Context: an optimization exercise on an open-source flow, tuned for small area, a short achievable clock period and few clock cycles per item. The choices shown serve that exercise and are no tape-out recipe.
The RTL was checked by simulation tests, not by an equivalence proof against the original design.
No activity file was given, so power comes from the tool's default toggle rates.

== red ==
Design exclusion_process_hop_step_unit, start of the top module:
module exclusion_process_hop_step_unit #(
    parameter int SITES     = 64,
    parameter int PARTICLES = 16
) (
    input  wire logic              i_clk,
    input  wire logic              i_rst_n,
    input  wire logic              i_cfg_we,
    input  wire logic              i_cfg_index,
    input  wire logic [RATE_W-1:0] i_cfg_data,
    input  wire logic              i_in_valid,
    output logic                   o_in_stall,
    input  wire logic              i_cmd,
    input  wire logic [PICK_W-1:0] i_pick,
    output logic                   o_out_valid,
    input  wire logic              i_out_stall,
    output logic [MOVER_W-1:0]     o_mover,
    output logic                   o_went_right,
    output logic [LAND_W-1:0]      o_landing_site,
    output logic [SUM_W-1:0]       o_rate_sum,
    output logic                   o_stuck
);
    logic [15:0]      r_lr;          
    logic [15:0]      r_rr;          
    logic [15:0][5:0] r_pos;         
    logic [4:0]       r_n;           
    logic [20:0]      r_tot;         
    logic             r_cfg_d;       
    logic             r_fix;         
    logic             r_iv;
    logic             r_icmd;
    logic [15:0]      r_ipick;
    logic [4:0]       r_in0;         
    logic             r_n0v;         
    logic [16:0]      r_e;           
    logic             r_b;
    logic             r_dneg;        
    logic [17:0]      r_mag;         
    logic [3:0][4:0]  r_gidx;        
    logic             r_ov;
    logic [3:0]       r_mover;
    logic [5:0]       r_land;
    logic             r_right;
    logic             r_stuck;
    logic out_free;
    logic fire_a;        
    logic fire_r;        
    logic fire_b;        
    logic take;
    logic accept;
    assign out_free   = !(r_ov && i_out_stall);
    assign fire_a     = r_iv && r_icmd && !r_b && r_n0v;
    assign fire_r     = r_iv && !r_icmd && !r_b && out_free;
    assign fire_b     = r_b && out_free;
    assign take       = fire_a || fire_r;
    assign o_in_stall = r_iv && !take;
    assign accept     = i_in_valid && !o_in_stall;
    logic [16:0] s_sum;
    logic [16:0] r_s;            
  ...
Settings: LEC_CHECK=0, ABC_AREA=1, CAP_MARGIN=20, CORE_MARGIN=2, CORE_UTILIZATION=50, CTS_BUF_LIST=sky130_fd_sc_hd__clkbuf_8, PLACE_DENSITY=0.7, SETUP_SLACK_MARGIN=2.0, SLEW_MARGIN=20, SYNTH_HIERARCHICAL=1, SYNTH_MINIMUM_KEEP_SIZE=0; clock period 8.0 ns.
run.sh (not shown) runs the stock make flow with config.mk's settings and CLKGATE_MAP_FILE= SYNTH_SCRIPT=/design/flow/synth_recipe.tcl, a recipe that flattens the netlist after the stock synthesis.
Testbench counts of red, summed over its fixed seeds: cycles 17,867, items 8,982.
## Diff of input files: blue against red
--- a/flow/config.mk
+++ b/flow/config.mk
@@ -12,5 +12,5 @@
 export CTS_BUF_LIST = sky130_fd_sc_hd__clkbuf_8
 export PLACE_DENSITY = 0.7
-export SETUP_SLACK_MARGIN = 2.0
+export SETUP_SLACK_MARGIN = 2.2
 export SLEW_MARGIN = 20
 export SYNTH_HIERARCHICAL = 1
## What came out
Compare red and blue | power consumption higher: blue. Met3 routed wirelength | blue above red. In blue, the count of cell instances traversed by the critical path came out 2 below the value in red. blue ended up with a higher global-route met3 utilization than red did. Via count for blue: 1.0% up relative to red. blue against red: non-clock buffer count has increased; clock power has increased. Relative to red, the final critical-path setup slack of blue is higher by 130 ps. Between red and blue, the final routed wirelength across all metal layers does not differ in any meaningful way.

amber:
exclusion_process_hop_step_unit again, from the RTL that the note above started with.
export LEC_CHECK = 0
export ABC_AREA = 1
export CAP_MARGIN = 20
export CORE_MARGIN = 2
export CORE_UTILIZATION = 50
export CTS_BUF_LIST = sky130_fd_sc_hd__clkbuf_8
export PLACE_DENSITY = 0.7
export SETUP_SLACK_MARGIN = 0.6
export SLEW_MARGIN = 20
export SYNTH_HIERARCHICAL = 1
export SYNTH_MINIMUM_KEEP_SIZE = 0
create_clock -name core_clock -period 8.0 [get_ports {i_clk}]
Testbench counts of amber, summed over its fixed seeds: cycles 17,867, items 8,982.
[inputs] indigo vs amber
Settings: a deleted SETUP_SLACK_MARGIN that had been 0.6.
==> run summary <==
Diff amber..indigo | minimum clock period after layout | unchanged. From indigo to amber, leakage dissipation did not move at all. Area after detailed placement came out exactly the same in amber and indigo. amber -> indigo: total die area delta 0, exact match. Changes observed in indigo relative to amber: combinational cell fraction of total power about even; critical path depth did not really move.
What sierra does differently from indigo at the input level:
Settings: changing CORE_UTILIZATION from 50 to 40; changing PLACE_DENSITY from 0.7 to 0.6; removing CTS_BUF_LIST (formerly sky130_fd_sc_hd__clkbuf_8).
Notes after the runs:
Compared with indigo, sierra shows maximum number of pins on one net before global-route repair that has gone up by a few percent.
Total track usage (lower): sierra
Max number of buffers other than clock buffers in the final layout across indigo and sierra: sierra
Compared with indigo, in sierra core outline area now larger, power per cell area now smaller, internal power now larger.
indigo ended up with met4 as its uppermost metal layer occupied by signal nets; sierra ended up with met5.
sierra has smallest setup slack after layout above what indigo had.
Compared with indigo, in sierra share of the core filled with cells in the final layout decreased by 11 points relative to the old numbers; total power increased by about 0.8% relative to the old numbers; count of clock-buffer cells in the layout dropped 20.
The inputs of violet differ from those of sierra as listed below.
Settings: CTS_BUF_LIST: unset -> sky130_fd_sc_hd__clkbuf_8; CORE_UTILIZATION: 40 -> 50; PLACE_DENSITY: 0.6 -> 0.7; SETUP_SLACK_MARGIN: unset -> 1.2.
--- outcome ---
violet ended up with a lower clock network fraction of design power than sierra did. Every stage of the flow completed for violet, and the final layout passed the timing, DRC and antenna checks. Min net switching component of the power across sierra and violet: violet. Looking at number of buffers outside the clock class in the layout, violet sits below sierra.

## north
exclusion_process_hop_step_unit again, from the RTL that the note above started with.
clock: 8.0 ns
lec_check: 0
abc_area: 1
cap_margin: 20
core_margin: 2
core_utilization: 50
cts_buf_list: sky130_fd_sc_hd__clkbuf_8
place_density: 0.7
setup_slack_margin: 1.7
slew_margin: 20
synth_hierarchical: 1
synth_minimum_keep_size: 0
Testbench counts of north, summed over its fixed seeds: cycles 17,867, items 8,982.
Changes in south relative to north:
- PLACE_DENSITY: 0.7 -> 0.75
- SETUP_SLACK_MARGIN: 1.7 -> 2.0
- CORE_UTILIZATION: 50 -> 60
Findings:
Looking at final cell count, south sits 1.3% lower than north does.
Via count on south is up relative to north.
Re final clock period utilization by the worst path: north was higher than south.
Compared with north, south shows a width of the chip that is 8.6% lower.
Input-level comparison between east and south:
- a change of CORE_UTILIZATION from 60 to 50
- a change of SETUP_SLACK_MARGIN from 2.0 to 2.8
- a change of PLACE_DENSITY from 0.75 to 0.7
==> comparison <==
- east | stages: all done | timing, DRC, antenna: all pass
- There was hardly any difference in I/O pin count between south and east.
- Compared with south, east ends up with more cell area.
- east vs. south: number of multi-input logic gates closely matched the old numbers; post-cts sizing count went up 302; core area rose 20%.
- Between south and east, register fraction of the total cell area is lower for east, south comes in above that.
- Higher clock period minus worst slack goes to south over east.

==> re-timing with driven ports <==
No port has a modelled driver above. Below, the same layouts with a new extraction and two added sets of constraints. Step 1 assumes that a clkbuf_16 drives the clock port and a buf_2 every other input. Step 2, shift: input delay + t, output delay - t, t = (earliest + latest rising clock arrival at the registers) / 2. This alone moves slack from input paths to output paths. Slacks: no drivers / after step 1 / after step 2; pairs: no drivers / after step 1.
run | shift t [ns] | slack for setup (ns) | worst setup path after step 2 | clock arrival spread, ns
red | 0.757 | 2.010 / 2.010 / 1.518 | input to register | 0.086 / 0.086
blue | 0.765 | 2.140 / 2.140 / 2.122 | input to register | 0.054 / 0.054
amber | 0.768 | 0.954 / 0.954 / 0.954 | register to register | 0.058 / 0.059
indigo | 0.768 | 0.954 / 0.954 / 0.954 | register to register | 0.058 / 0.059
sierra | 0.683 | 0.966 / 0.966 / 0.966 | register to register | 0.051 / 0.051
violet | 0.764 | 1.492 / 1.492 / 1.492 | register to register | 0.058 / 0.059
north | 0.772 | 1.840 / 1.840 / 1.635 | input to register | 0.061 / 0.060
south | 0.740 | 1.956 / 1.956 / 1.830 | input to register | 0.054 / 0.053
east | 0.741 | 2.116 / 2.116 / 2.116 | register to register | 0.070 / 0.070
After both steps setup and hold are still met in every run listed. The setup slack of red, which loses most, moves by 0.000 ns with the drivers and by -0.492 ns with both steps.
